This design comes from an exercise in tuning for small area, a short achievable clock period and few clock cycles per item on the open sky130 flow, not from production work. Function was checked by simulation only, so behaviour that the tests miss may differ from the original.

==> flow/design.v <==
module add_bk #(
    parameter int W = 32
) (
    input  logic [W-1:0] a,
    input  logic [W-1:0] b,
    input  logic         ci,
    output logic [W-1:0] y,
    output logic         co
);
    logic [W-1:0] g, p, gg, pp;
    always_comb begin
        p  = a ^ b;
        g  = a & b;
        g[0] = g[0] | (p[0] & ci);
        gg = g;
        pp = p;
        for (int l = 1; l < W; l = 2 * l)
            for (int k = 2 * l - 1; k < W; k += 2 * l) begin
                gg[k] = gg[k] | (pp[k] & gg[k-l]);
                pp[k] = pp[k] & pp[k-l];
            end
        for (int l = W / 2; l >= 1; l = l / 2)
            for (int k = 3 * l - 1; k < W; k += 2 * l) begin
                gg[k] = gg[k] | (pp[k] & gg[k-l]);
                pp[k] = pp[k] & pp[k-l];
            end
        y  = p ^ {gg[W-2:0], ci};
        co = gg[W-1];
    end
endmodule
module alu_simple (
    input  logic [31:0] a,
    input  logic [31:0] b,
    input  logic [3:0]  af,
    output logic [31:0] res,
    output logic        ovf
);
    wire        is_sub  = af[2] | af[0];    
    logic [32:0] addr;
    add_bk #(.W(32)) u_add (.a(a), .b(b ^ {32{is_sub}}), .ci(is_sub), .y(addr[31:0]), .co(addr[32]));
    wire [31:0] sum     = addr[31:0];
    wire        add_ovf = (a[31] == (b[31] ^ is_sub)) && (sum[31] != a[31]);
    wire        lt_s    = (a[31] != b[31]) ? a[31] : sum[31];
    wire        lt_u    = ~addr[32];
    wire        sh_left = (af == 4'b1000);
    wire        sh_fill = (af == 4'b1110) & a[31];
    logic [31:0] sh_in, sh_out, sh_res;
    always_comb begin
        for (int k = 0; k < 32; k++) sh_in[k] = sh_left ? a[31-k] : a[k];
        sh_out = 32'($signed({sh_fill, sh_in}) >>> b[4:0]);
        for (int k = 0; k < 32; k++) sh_res[k] = sh_left ? sh_out[31-k] : sh_out[k];
    end
    logic [3:0]  tt;
    logic [31:0] lg;
    always_comb begin
        case (af[2:0])
            3'b000:  tt = 4'b1000;    
            3'b001:  tt = 4'b1110;    
            3'b100:  tt = 4'b0110;    
            default: tt = 4'b0001;    
        endcase
        for (int k = 0; k < 32; k++) lg[k] = tt[{a[k], b[k]}];
    end
    always_comb begin
        res = 32'd0;
        ovf = 1'b0;
        case (af)
            4'b0000,
            4'b0001,
            4'b0100,
            4'b0101: res = lg;
            4'b0010,
            4'b0011: begin res = sum; ovf = add_ovf; end
            4'b0110: res = {31'd0, lt_s};
            4'b0111: res = {31'd0, lt_u};
            4'b1000,
            4'b1001,
            4'b1110: res = sh_res;
            default: ;
        endcase
    end
endmodule
module lead_cnt (
    input  logic [31:0] x,
    input  logic        v,
    output logic [5:0]  c
);
    logic [31:0] y;
    logic [1:0]  c2 [16];
    logic [2:0]  c4 [8];
    logic [3:0]  c8 [4];
    logic [4:0]  c16 [2];
    always_comb begin
        y = x ^ {32{~v}};    
        for (int k = 0; k < 16; k++)
            c2[k] = y[2*k+1] ? (y[2*k] ? 2'd2 : 2'd1) : 2'd0;
        for (int k = 0; k < 8; k++)
            c4[k] = c2[2*k+1][1] ? {1'b0, 2'b10} + {1'b0, c2[2*k]} : {1'b0, c2[2*k+1]};
        for (int k = 0; k < 4; k++)
            c8[k] = c4[2*k+1][2] ? {1'b0, 3'b100} + {1'b0, c4[2*k]} : {1'b0, c4[2*k+1]};
        for (int k = 0; k < 2; k++)
            c16[k] = c8[2*k+1][3] ? {1'b0, 4'b1000} + {1'b0, c8[2*k]} : {1'b0, c8[2*k+1]};
        c = c16[1][4] ? {1'b0, 5'b10000} + {1'b0, c16[0]} : {1'b0, c16[1]};
    end
endmodule
module div_setup (
    input  logic [31:0] a,
    input  logic [31:0] b,
    input  logic        a_neg,
    input  logic        b_neg,
    output logic        triv,      
    output logic        b_zero,
    output logic [3:0]  dm,        
    output logic [34:0] d_init,    
    output logic [31:0] a_mag
);
    logic [5:0] ca, cb;
    lead_cnt u_ca (.x(a), .v(a_neg), .c(ca));
    lead_cnt u_cb (.x(b), .v(b_neg), .c(cb));
    wire signed [7:0] d = $signed({2'b0, cb}) - $signed({2'b0, ca}) + $signed({7'd0, a_neg});
    assign b_zero = (b == 32'd0);
    logic [31:0] ta, bs;
    always_comb begin
        ta = a ^ {32{a_neg}};
        for (int l = 1; l < 32; l = 2 * l)
            ta = ta | (ta >> l);               
        bs = b ^ {32{b_neg}};
        if (a_neg) bs = bs >> 1;
    end
    assign triv   = b_zero | (|(bs & ~ta));
    assign dm     = (d > 8'sd31) ? 4'd15 : d[4:1];
    wire [34:0] bx = {{3{b_neg}}, b} ^ {35{~b_neg}};
    assign d_init = ((bx << 1) << {dm, 1'b0}) | ({35{~b_neg}} & ~((35'h7ffffffff << 1) << {dm, 1'b0}));
    add_bk #(.W(32)) u_neg (.a(a ^ {32{a_neg}}), .b(32'd0), .ci(a_neg), .y(a_mag), .co());
endmodule
module mul_step (
    input  logic [33:0] hi,
    input  logic [7:0]  lo,
    input  logic        bprev,
    input  logic [32:0] m,
    input  logic        corr_en,
    output logic [41:0] t
);
    logic [41:0] pp [4];
    logic [41:0] hx, corr, s1, c1, s2, c2, s3, c3, s4, c4;
    logic [8:0]  y;
    always_comb begin
        y  = {lo, bprev};
        hx = {{8{hi[33]}}, hi};
        for (int j = 0; j < 4; j++) begin
            logic one, two, ng;
            logic [33:0] sel;
            ng  = y[2*j+2];
            one = y[2*j+1] ^ y[2*j];
            two = (y[2*j+2] & ~y[2*j+1] & ~y[2*j]) | (~y[2*j+2] & y[2*j+1] & y[2*j]);
            sel = one ? {m[32], m} : (two ? {m, 1'b0} : 34'd0);
            sel = sel ^ {34{ng}};
            pp[j] = ({{8{sel[33]}}, sel}) << (2*j);
            if (j > 0) pp[j][2*j-2] = y[2*j];
        end
        corr = {9'd0, corr_en ? m : 33'd0} << 8;
        corr[6] = y[8];
        s1 = hx ^ pp[0] ^ pp[1];
        c1 = {(hx & pp[0]) | (hx & pp[1]) | (pp[0] & pp[1]), 1'b0};
        s2 = pp[2] ^ pp[3] ^ corr;
        c2 = {(pp[2] & pp[3]) | (pp[2] & corr) | (pp[3] & corr), 1'b0};
        s3 = s1 ^ c1 ^ s2;
        c3 = {(s1 & c1) | (s1 & s2) | (c1 & s2), 1'b0};
        s4 = s3 ^ c3 ^ c2;
        c4 = {(s3 & c3) | (s3 & c2) | (c3 & c2), 1'b0};
        t  = s4 + c4;
    end
endmodule
module div_step (
    input  logic [33:0] hi,
    input  logic [34:0] m,
    input  logic        bneg,
    output logic [33:0] r,
    output logic [1:0]  q
);
    logic [35:0] t1, t2;
    logic [33:0] r1;
    always_comb begin
        t1   = {2'b0, hi} + {m[34], m} + {35'd0, ~bneg};
        q[1] = ~t1[35];
        r1   = q[1] ? t1[33:0] : hi;
        t2   = {2'b0, r1} + {{2{m[34]}}, m[34:1]} + {35'd0, ~bneg};
        q[0] = ~t2[35];
        r    = q[0] ? t2[33:0] : r1;
    end
endmodule
module neg32 (
    input  logic [31:0] x,
    input  logic        n,
    output logic [31:0] y
);
    add_bk #(.W(32)) u_neg (.a(x ^ {32{n}}), .b(32'd0), .ci(n), .y(y), .co());
endmodule
module alu_mc (
    input  logic        clk,
    input  logic        reset,
    input  logic        start,
    input  logic        i,
    input  logic [31:0] SrcA,
    input  logic [31:0] SrcB,
    input  logic [3:0]  af,
    output logic        busy,
    output logic        done,
    output logic [31:0] Alures,
    output logic        Zero,
    output logic        Neg,
    output logic        ovfalu
);
    logic        busy_q, done_q, ovf_q;
    logic [31:0] res_q;
    logic        mul_q;       
    logic        fin_q;       
    logic        hiop_q;      
    logic        sgn_q;       
    logic        qneg_q, rneg_q, dovf_q, bneg_q;
    logic        bprev_q;     
    logic [3:0]  cnt_q;
    logic        last_q;      
    logic        short_q;     
    logic [34:0] m_q;         
    logic [33:0] hi_q;        
    logic [31:0] lo_q;        
    wire accept = start & ~busy_q;
    wire a_neg  = i & SrcA[31];
    wire b_neg  = i & SrcB[31];
    wire last   = last_q;
    logic [31:0] alu_res;
    logic        alu_ovf;
    alu_simple u_alu (.a(SrcA), .b(SrcB), .af(af), .res(alu_res), .ovf(alu_ovf));
    logic        div_triv, b_zero;
    logic [3:0]  dm;
    logic [34:0] d_init;
    logic [31:0] a_mag;
    div_setup u_dset (.a(SrcA), .b(SrcB), .a_neg(a_neg), .b_neg(b_neg), .triv(div_triv),
                      .b_zero(b_zero), .dm(dm), .d_init(d_init), .a_mag(a_mag));
    logic [41:0] mstep;
    mul_step u_mul (.hi(hi_q), .lo(lo_q[7:0]), .bprev(bprev_q), .m(m_q[32:0]),
                    .corr_en(last & ~sgn_q & lo_q[7]), .t(mstep));
    wire [33:0] mhi_d = mstep[41:8];
    wire [31:0] mlo_d = {mstep[7:0], lo_q[31:8]};
    wire        mul_ovf = sgn_q ? (mhi_d[31:0] != {32{mlo_d[31]}}) : (mhi_d[31:0] != 32'd0);
    wire        short_a = (SrcA[31:7] == 25'd0) | (i & (SrcA[31:7] == {25{1'b1}}));
    wire        short_b = (SrcB[31:7] == 25'd0) | (i & (SrcB[31:7] == {25{1'b1}}));
    wire        m_short = short_a | short_b;
    wire        m_swap  = short_a & ~short_b;
    wire [31:0] s_res   = hiop_q ? {{22{hi_q[33]}}, hi_q[33:24]} : {hi_q[23:0], lo_q[31:24]};
    wire        s_ovf   = sgn_q ? ~((hi_q[33:23] == 11'd0) | (hi_q[33:23] == {11{1'b1}}))
                                : (hi_q[33:24] != 10'd0);
    logic [33:0] r2;
    logic [1:0]  qd;
    div_step u_div (.hi(hi_q), .m(m_q), .bneg(bneg_q), .r(r2), .q(qd));
    wire  [31:0] quo_d = {lo_q[29:0], qd};
    wire         fix_need = hiop_q ? rneg_q : qneg_q;
    logic [31:0] fix_res;
    neg32 u_fix (.x(hiop_q ? hi_q[31:0] : lo_q), .n(1'b1), .y(fix_res));
    always_ff @(posedge clk) begin
        if (reset) begin
            busy_q <= 1'b0;
            done_q <= 1'b0;
            ovf_q  <= 1'b0;
            res_q  <= 32'd0;
            fin_q  <= 1'b0;
        end else begin
            done_q <= 1'b0;
            if (accept) begin
                if (af[3] & (af[2] ^ af[1])) begin
                    if (af[2] & div_triv) begin
                        res_q  <= (af[0] | ~b_zero) ? (af[0] ? SrcA : 32'd0) : 32'hFFFFFFFF;
                        ovf_q  <= b_zero;
                        done_q <= 1'b1;
                    end else begin
                        busy_q <= 1'b1;
                        mul_q  <= ~af[2];
                    end
                end else begin
                    res_q  <= alu_res;
                    ovf_q  <= alu_ovf;
                    done_q <= 1'b1;
                end
            end else if (busy_q) begin
                if (mul_q) begin
                    if (fin_q) begin
                        res_q  <= s_res;
                        ovf_q  <= hiop_q ? 1'b0 : s_ovf;
                        done_q <= 1'b1;
                        busy_q <= 1'b0;
                        fin_q  <= 1'b0;
                    end else if (last) begin
                        if (short_q) begin
                            fin_q  <= 1'b1;
                        end else begin
                            res_q  <= hiop_q ? mhi_d[31:0] : mlo_d;
                            ovf_q  <= hiop_q ? 1'b0 : mul_ovf;
                            done_q <= 1'b1;
                            busy_q <= 1'b0;
                        end
                    end
                end else if (fin_q) begin
                    res_q  <= fix_res;
                    ovf_q  <= dovf_q;
                    done_q <= 1'b1;
                    busy_q <= 1'b0;
                    fin_q  <= 1'b0;
                end else if (last) begin
                    if (fix_need) begin
                        fin_q  <= 1'b1;
                    end else begin
                        res_q  <= hiop_q ? r2[31:0] : quo_d;
                        ovf_q  <= dovf_q;
                        done_q <= 1'b1;
                        busy_q <= 1'b0;
                    end
                end
            end
        end
    end
    always_ff @(posedge clk) begin
        if (accept) begin
            hiop_q  <= af[0];
            sgn_q   <= i;
            qneg_q  <= a_neg ^ b_neg;
            rneg_q  <= a_neg;
            bneg_q  <= b_neg;
            dovf_q  <= i & (SrcA == 32'h80000000) & (SrcB == 32'hFFFFFFFF);
            cnt_q   <= af[2] ? dm : (m_short ? 4'd0 : 4'd3);
            last_q  <= af[2] ? (dm == 4'd0) : m_short;
            short_q <= m_short;
        end else if (busy_q) begin
            cnt_q   <= cnt_q - 4'd1;
            last_q  <= (cnt_q == 4'd1);
        end
    end
    always_ff @(posedge clk) begin
        if (accept) begin
            bprev_q <= 1'b0;
            if (af[2]) begin
                hi_q <= {2'b0, a_mag};
                lo_q <= 32'd0;
            end else begin
                hi_q <= 34'd0;
                lo_q <= m_swap ? SrcA : SrcB;
            end
        end else if (mul_q) begin
            hi_q    <= mhi_d;
            lo_q    <= mlo_d;
            bprev_q <= lo_q[7];
        end else begin
            hi_q <= r2;
            lo_q <= quo_d;
        end
    end
    always_ff @(posedge clk) begin
        if (accept) begin
            m_q <= af[2] ? d_init : (m_swap ? {{3{b_neg}}, SrcB} : {{3{a_neg}}, SrcA});
        end else if (busy_q & ~mul_q) begin
            m_q <= {{2{m_q[34]}}, m_q[34:2]};
        end
    end
    assign busy   = busy_q;
    assign done   = done_q;
    assign Alures = res_q;
    assign Zero   = (res_q == 32'd0);
    assign Neg    = res_q[31];
    assign ovfalu = ovf_q;
endmodule
==> flow/run.sh <==
#!/bin/bash
# synth_recipe.tcl (not shown) runs the flow's synth.tcl, then flattens the netlist and writes it again
# the make line also repeats each setting of config.mk as NAME=value (left out here)
make -C /OpenROAD-flow-scripts/flow DESIGN_CONFIG=/design/flow/config.mk WORK_HOME=/design/flow/orfs CLKGATE_MAP_FILE= SYNTH_SCRIPT=/design/flow/synth_recipe.tcl finish
==> flow/config.mk <==
export PLATFORM = sky130hd
export DESIGN_NAME = alu_mc
export DESIGN_NICKNAME = alu_mc
export VERILOG_FILES = /design/flow/design.v
export SDC_FILE = /design/flow/constraint.sdc
export NUM_CORES = 4
export LEC_CHECK = 0
export ABC_AREA = 1
export CAP_MARGIN = 40
export CORE_MARGIN = 2
export CORE_UTILIZATION = 45
export SETUP_SLACK_MARGIN = 1.8
export SLEW_MARGIN = 20
export TNS_END_PERCENT = 5
==> flow/constraint.sdc <==
create_clock -name core_clock -period 7.5 [get_ports {clk}]
set_input_delay 1.5000 -clock core_clock [delete_from_list [all_inputs] [get_ports {clk}]]
set_output_delay 1.5000 -clock core_clock [all_outputs]
set_load 0.01 [all_outputs]
==> results of run 1 <==
## cell type report
cell class	count	area [um2]	area share [%]
multi-input combinational	4545	29700	67.6
timing repair buffer	613	5990	13.6
sequential	151	3530	8.03
inverter	751	2940	6.70
tap	978	1220	2.78
clock buffer	18	429	0.976
clock inverter	14	125	0.285
antenna	2	5.00	0.0114
## worst paths after layout
kind	endpoint	cells past startpoint	slack, ns	start
max	res_q[1]	26	1.79	m_q[24]
min	lo_q[12]	2	0.48	lo_q[20]
max reg2reg	res_q[1]	26	1.79	m_q[24]
min reg2reg	lo_q[12]	2	0.48	lo_q[20]
## cells by family (layout without fill, tap and decap cells)
group	count (synthesis)	in the layout	synth area share (%)
AO/OA/AOI/OAI	1473	1473	23.6
XOR/XNOR	339	339	9.19
adder cells (fa/ha/maj)	351	351	16.4
buffers and inverters	1038	1396	11.7
flip-flops	151	151	10.2
multiplexers	10	10	0.292
other	0	2	0
AND/OR/NAND/NOR	2368	2372	28.6
## repair_timing
item                       4_1_cts  5_1_grt
cloned                          11       15
setup endpoints to repair      106       96
pin swaps                       39      166
resized for setup              278      654
setup buffers                   96      126
## per-stage QoR
step / cells / hold WS, ns / util (%) / instance area [um2]
after floorplan: 5730 / 0.442 / - / 34300
after global placement: 6776 / 0.459 / 49.5 / 37500
after detailed placement: 6786 / 0.457 / 49.9 / 37700
after CTS: 6925 / 0.472 / 53.2 / 40300
after global routing: 7070 / 0.518 / 58.1 / 44000
final: 7072 / 0.477 / 58.1 / 44000
## registers in the layout, indices dropped and copies added (netlist names), 4 cells and up
name	cells
cnt_q	4
hi_q	34
lo_q	32
m_q	35
res_q	32
## cells in the mapped netlist, drive strengths merged (8+ instances only)
| library cell | instances | area (um2) |
|---|---|---|
| nand2 | 1437 | 5420 |
| inv | 727 | 2730 |
| o21ai | 687 | 3440 |
| nor2 | 458 | 1770 |
| a21oi | 448 | 2240 |
| xor2 | 288 | 2700 |
| nand3 | 272 | 1390 |
| clkbuf | 228 | 858 |
| ha | 189 | 2360 |
| fa | 162 | 3240 |
| o22ai | 142 | 888 |
| dfxtp | 103 | 2060 |
| nand4 | 86 | 538 |
| buf | 59 | 332 |
| xnor2 | 51 | 447 |
| edfxtp | 48 | 1440 |
| nor3 | 41 | 215 |
| a211oi | 34 | 255 |
| o211ai | 32 | 240 |
| or2 | 25 | 156 |
| clkinv | 24 | 91.3 |
| nor4 | 22 | 138 |
| a21o | 21 | 158 |
| nand3b | 19 | 143 |
| o21bai | 19 | 143 |
| a31oi | 16 | 100 |
| o221ai | 13 | 114 |
| o21a | 11 | 82.6 |
| mux2i | 10 | 100 |
| o31ai | 9 | 67.6 |
| a21boi | 8 | 60.1 |
## routing by layer
layer	share of wire (%)	global-route usage [%]
met5	0.035	0
met2	42	72.4
met3	11	10.8
met1	36	56.6
met4	11	39.9
## critical path, cell delays in order (launching register included)
cell      delay (ns)
edfxtp_1        0.48
buf_4           0.23
ha_1            0.37
a21oi_1         0.18
o21ai_0         0.16
o21bai_1        0.23
a21oi_2         0.26
nand3_4         0.20
buf_12          0.22
o21ai_0         0.56
ha_1            0.29
nand2_1         0.16
nor4_1          0.30
buf_4           0.16
nand4_1         0.15
nand4_1         0.16
nand2_2         0.09
buf_12          0.16
buf_6           0.17
or2_2           0.29
nand3_1         0.09
o211ai_1        0.14
nand2_1         0.16
nand2_1         0.07
nand2_1         0.12
nand2_1         0.07
a21oi_1         0.11
==> results.toml, run 1 <==
[detailed_routing]
firstDrtPassIters = 9
drtAntennaViolNets = 0
drc_errors = 0
wire_per_inst_um = 27.9
vias = 44201
wl_um = 197000
first_iter_violations = 5976
vias_per_cell = 6.25

[clock_tree]
holdBufCountCts = 0
cts_tree = "yes"
cts.clk_slew.worst_paths_ns = 0.07
cts_buffer_depth = 2
clock_latency_ns = 0.46
cts_buffers = 17
htree_levels = 4
root_buffer = "clkbuf_16"
clock_sinks = 151

[placed_design]
hpwl_um = 153000
gp_congestion = 1.14
preCtsSetupSlack_ns = 0.304
portBuffers = 108

[timing]
worst_clock_skew_ns = 0.0162
setup_violations = 0
post-route-period-util_pct = 76.1
hold_viol = 0
max_slew_margin_pct = 29.8
layout_setup_ws_ns = 1.79
max_freq_ghz = 0.175
rsz0062_at_grt = "yes"
finalCriticalPeriod_ns = 5.71
maxSlewViolCount = 0
setup_tns_ns = 0
worst_pin_slew_ns = 1.04

[critical_path]
cp.arrival_ns = 6.09
start_kind = "register"
endpoint_kind = "register"
crit_required_ns = 7.88
crit_path_max_fanout = 24
critical_path_class = "register to register"

[floorplan]
die_x_um = 280
dieArea_mm2 = 0.0784
ios = 109
start_util_pct = 45.3
rows = 101
coreArea_mm2 = 0.0757
die_h_um = 280

[layout]
areaGrowthSynthToFinish_pct = 28.3
final_common_cell = "nand2_1"
final_cell_mix = "nand2_1, inv_1, o21ai_0, buf_4, a21oi_1"
drive_above_1_share_pct = 19.9
fillers = 7539
fin_nets = 6502

[synthesis]
synth_nets = 6153
synth_area_mm2 = 0.0343
synth_ff_type = "dfxtp_1"
avgSynthCellArea_um2 = 5.98
async_flop_share_pct = 0
synth-seq-cells = 151
netlist_instances = 5730
seq_area_frac_synth_pct = 10.2
yosysWarningCount = 12
synth.distinct_cells = 65
synth-edff-count = 48

[grt]
grt_max_degree = 111
grt-ovfl-total = 0
grt_use_total_pct = 47.4
grt_pass1_vias = 40017
antenna_found_initial = 6
grt_pass1_wl_um = 271000

[flow_run]
timing.max_cap.violations = 0

[status]
outcome = "timing/DRC/antenna clean"

[hold_path]
hold_class = "register to register"
Testbench counts, summed over its fixed seeds: cycles 29,380, items 16,000.
==> run 2, diff against run 1 <==
--- a/flow/design.v
+++ b/flow/design.v
@@ -51,25 +51,14 @@
         for (int k = 0; k < 32; k++) sh_res[k] = sh_left ? sh_out[31-k] : sh_out[k];
     end
-    logic [3:0]  tt;
-    logic [31:0] lg;
-    always_comb begin
-        case (af[2:0])
-            3'b000:  tt = 4'b1000;    
-            3'b001:  tt = 4'b1110;    
-            3'b100:  tt = 4'b0110;    
-            default: tt = 4'b0001;    
-        endcase
-        for (int k = 0; k < 32; k++) lg[k] = tt[{a[k], b[k]}];
-    end
     always_comb begin
         res = 32'd0;
         ovf = 1'b0;
         case (af)
-            4'b0000,
-            4'b0001,
-            4'b0100,
-            4'b0101: res = lg;
+            4'b0000: res = a & b;
+            4'b0001: res = a | b;
             4'b0010,
             4'b0011: begin res = sum; ovf = add_ovf; end
+            4'b0100: res = a ^ b;
+            4'b0101: res = ~(a | b);
             4'b0110: res = {31'd0, lt_s};
             4'b0111: res = {31'd0, lt_u};
==> run 2 against run 1 <==
  * Worst hold slack worse by 0.0056 ns
  * Clock-buffer cell count up 5
  * Sequential cell count unchanged
  * Synthesized area up 3.2%
  * Synthesized cell count up 1.9%
  * Cell count up 2.8%
  * Core utilization up 0.16 points
  * Clock skew up 0.0077 ns
  * Critical path depth up 6
  * Sequential share of layout area down 0.22 points
  * Critical endpoint unchanged
  * Largest cell class unchanged
  * Highest routed layer unchanged
==> results.toml, run 2 <==
[status]
outcome = "timing/DRC/antenna clean"

[timing]
maxSlewViolCount = 0
setup_violations = 0
setup_tns_ns = 0
worst_pin_slew_ns = 1.05
rsz0062_at_grt = "yes"
hold_viol = 0
finalCriticalPeriod_ns = 5.93
post-route-period-util_pct = 79.1
worst_clock_skew_ns = 0.0239
max_freq_ghz = 0.169
max_slew_margin_pct = 29.9

[critical_path]
crit_path_max_fanout = 40
cp.arrival_ns = 6.33
crit_top_cell = "nand2_1"
critPathLaunch = "m_q[0]"
critical_path_class = "register to register"
endpoint_kind = "register"
timing.rr.start = "m_q[0]"
critPathBufInv = 5
start_kind = "register"
critPathTopFamily = "compound AO/OA/AOI/OAI gates"
cp_slowest_cell = "o21ai_1"
crit_required_ns = 7.90
slowest_delay_ns = 0.73

[floorplan]
rows = 102
die_h_um = 284
start_util_pct = 45.6
coreArea_mm2 = 0.0776
ios = 109
die_x_um = 284
dieArea_mm2 = 0.0809

[detailed_routing]
wl_um = 205000
drtAntennaViolNets = 0
firstDrtPassIters = 9
drc_errors = 0
vias_per_cell = 6.25
wire_per_inst_um = 28.2
vias = 45410
first_iter_violations = 6373

[synthesis]
yosys.area.top_type_share_pct = 16.0
netlist_instances = 5841
yosysWarningCount = 12
yosysTopAreaCell = "nand2_1"
synth_area_mm2 = 0.0354
synthTopCellsByCount = "nand2_1, inv_1, o21ai_0"
yosysMostFrequentCell = "nand2_1"
avgSynthCellArea_um2 = 6.06
async_flop_share_pct = 0
synth.distinct_cells = 69
synth-edff-count = 48
synth_area_leaders = "nand2_1, fa_1, o21ai_0, ha_1, inv_1"
synth_ff_type = "dfxtp_1"
synth-seq-cells = 151
seq_area_frac_synth_pct = 9.90
synth_nets = 6328

[grt]
grt_pass1_vias = 41514
antenna_found_initial = 10
grt-ovfl-total = 0
grt_use_total_pct = 47.3
grt_max_degree = 75
grt_pass1_wl_um = 282000

[placed_design]
dpl_cell_area_mm2 = 0.0387
portBuffers = 108
hpwl_um = 157000
dp.cells = 6947
gp_congestion = 1.15

[layout]
fin_nets = 6696
final_common_cell = "nand2_1"
areaGrowthSynthToFinish_pct = 27.7
final_core_util_pct = 58.2
reg_top3 = "m_q x35, hi_q x34"
final_cell_mix = "nand2_1, inv_1, o21ai_0, buf_4, nor2_1"
fillers = 7877
largest_reg_flops = 35
postLayoutCellArea_mm2 = 0.0452
regMostFlops = "m_q"
final_cells = 7267
drive_above_1_share_pct = 19.8

[clock_tree]
holdBufCountCts = 0
root_buffer = "clkbuf_16"
clock_latency_ns = 0.47
cts_buffers = 17
htree_levels = 4
clock_sinks = 151
cts.clk_slew.worst_paths_ns = 0.07
cts_buffer_depth = 2
cts_tree = "yes"

[hold_path]
hold_class = "register to register"
hp-start = "res_q[1]"

[flow_run]
timing.max_cap.violations = 0
==> run 2: cell families (layout without fill, tap and decap cells) <==
logic type,Yosys count,count (layout),share of synthesized area (%)
other,0,5,0
AO/OA/AOI/OAI,1369,1369,21.6
multiplexers,11,11,0.311
buffers and inverters,1071,1447,11.8
flip-flops,151,151,9.90
AND/OR/NAND/NOR,2486,2491,29.4
adder cells (fa/ha/maj),415,415,18.1
XOR/XNOR,338,338,8.93
==> run 2: final cells by class <==
class                           count  area [um2]  share of cell area, %
Multi-Input combinational cell   4624       30800                   68.0
Timing Repair Buffer              614        5800                   12.8
Sequential cell                   151        3530                   7.81
Inverter                          799        3150                   6.98
Tap cell                         1040        1300                   2.88
Clock buffer                       23         522                   1.15
Clock inverter                      9         109                  0.241
Timing Repair inverter              2        15.0                 0.0332
Antenna cell                        5        12.5                 0.0277
==> run 2: per-layer routing <==
| layer | GRT usage, % | up-vias | routed length [um] |
|---|---|---|---|
| li1 | - | 19918 | - |
| met1 | 57.2 | 21072 | 72800 |
| met2 | 72.2 | 3362 | 85900 |
| met3 | 9.57 | 1046 | 23600 |
| met4 | 39.6 | 12 | 22500 |
| met5 | 0 | - | 63 |
==> run 2: through the flow <==
step           hold WS (ns)  setup WS (ns)
6_report              0.472           1.57
5_1_grt               0.493           1.54
4_1_cts               0.473           1.77
3_5_place_dp          0.462          0.118
3_3_place_gp          0.461          0.210
2_1_floorplan         0.442           1.77
==> run 2: worst paths after layout <==
path,depth (start not counted),slack [ns],to
min reg2reg,2,0.47,res_q[1]
min,2,0.47,res_q[1]
max,32,1.57,res_q[1]
max reg2reg,32,1.57,res_q[1]
==> run 2: worst reg2reg max path, delay by kind of cell, from the launching register on <==
family	cells	cell delay, ns
adders and majority gates	3	1.02
and+or+nand+nor	14	1.41
DFF	1	0.55
buffers and inverters	5	0.76
AOI/OAI and AO/OA	10	2.12
==> run 2: what timing repair did <==
item                                    CTS  global route
pin swaps                                52           171
gates resized for setup                 332           601
endpoints found under the setup margin  107            92
gates cloned                             12            19
setup buffers                           112           135
Testbench counts of run 2, summed over its fixed seeds: cycles 29,380, items 16,000.

-- re-timing with driven ports --
The results above use ideal ports. As a check the final layouts listed here were re-extracted and re-timed, cells and wires unchanged. Step 1: set_driving_cell puts a clkbuf_16 on clk and a buf_2 on each other input, an assumption about the parent block. Step 2 also shifts input and output timing later by t, the mid clock arrival at the registers, as if the neighbouring blocks saw the same clock. Three values: ideal ports, drivers, drivers and shift; two values: the first two.
run | shift t [ns] | slack for setup (ns) | clock arrival spread, ns | worst slew at a driven data input, ns
run 1 | 0.513 | 1.791 / 1.791 / 1.323 | 0.016 / 0.016 | 0.06
run 2 | 0.524 | 1.568 / 1.568 / 1.253 | 0.024 / 0.024 | 0.06
After both steps every run listed still meets setup and hold. The setup slack of run 1, which loses most, moves by 0.000 ns with the drivers and by -0.468 ns with both steps.
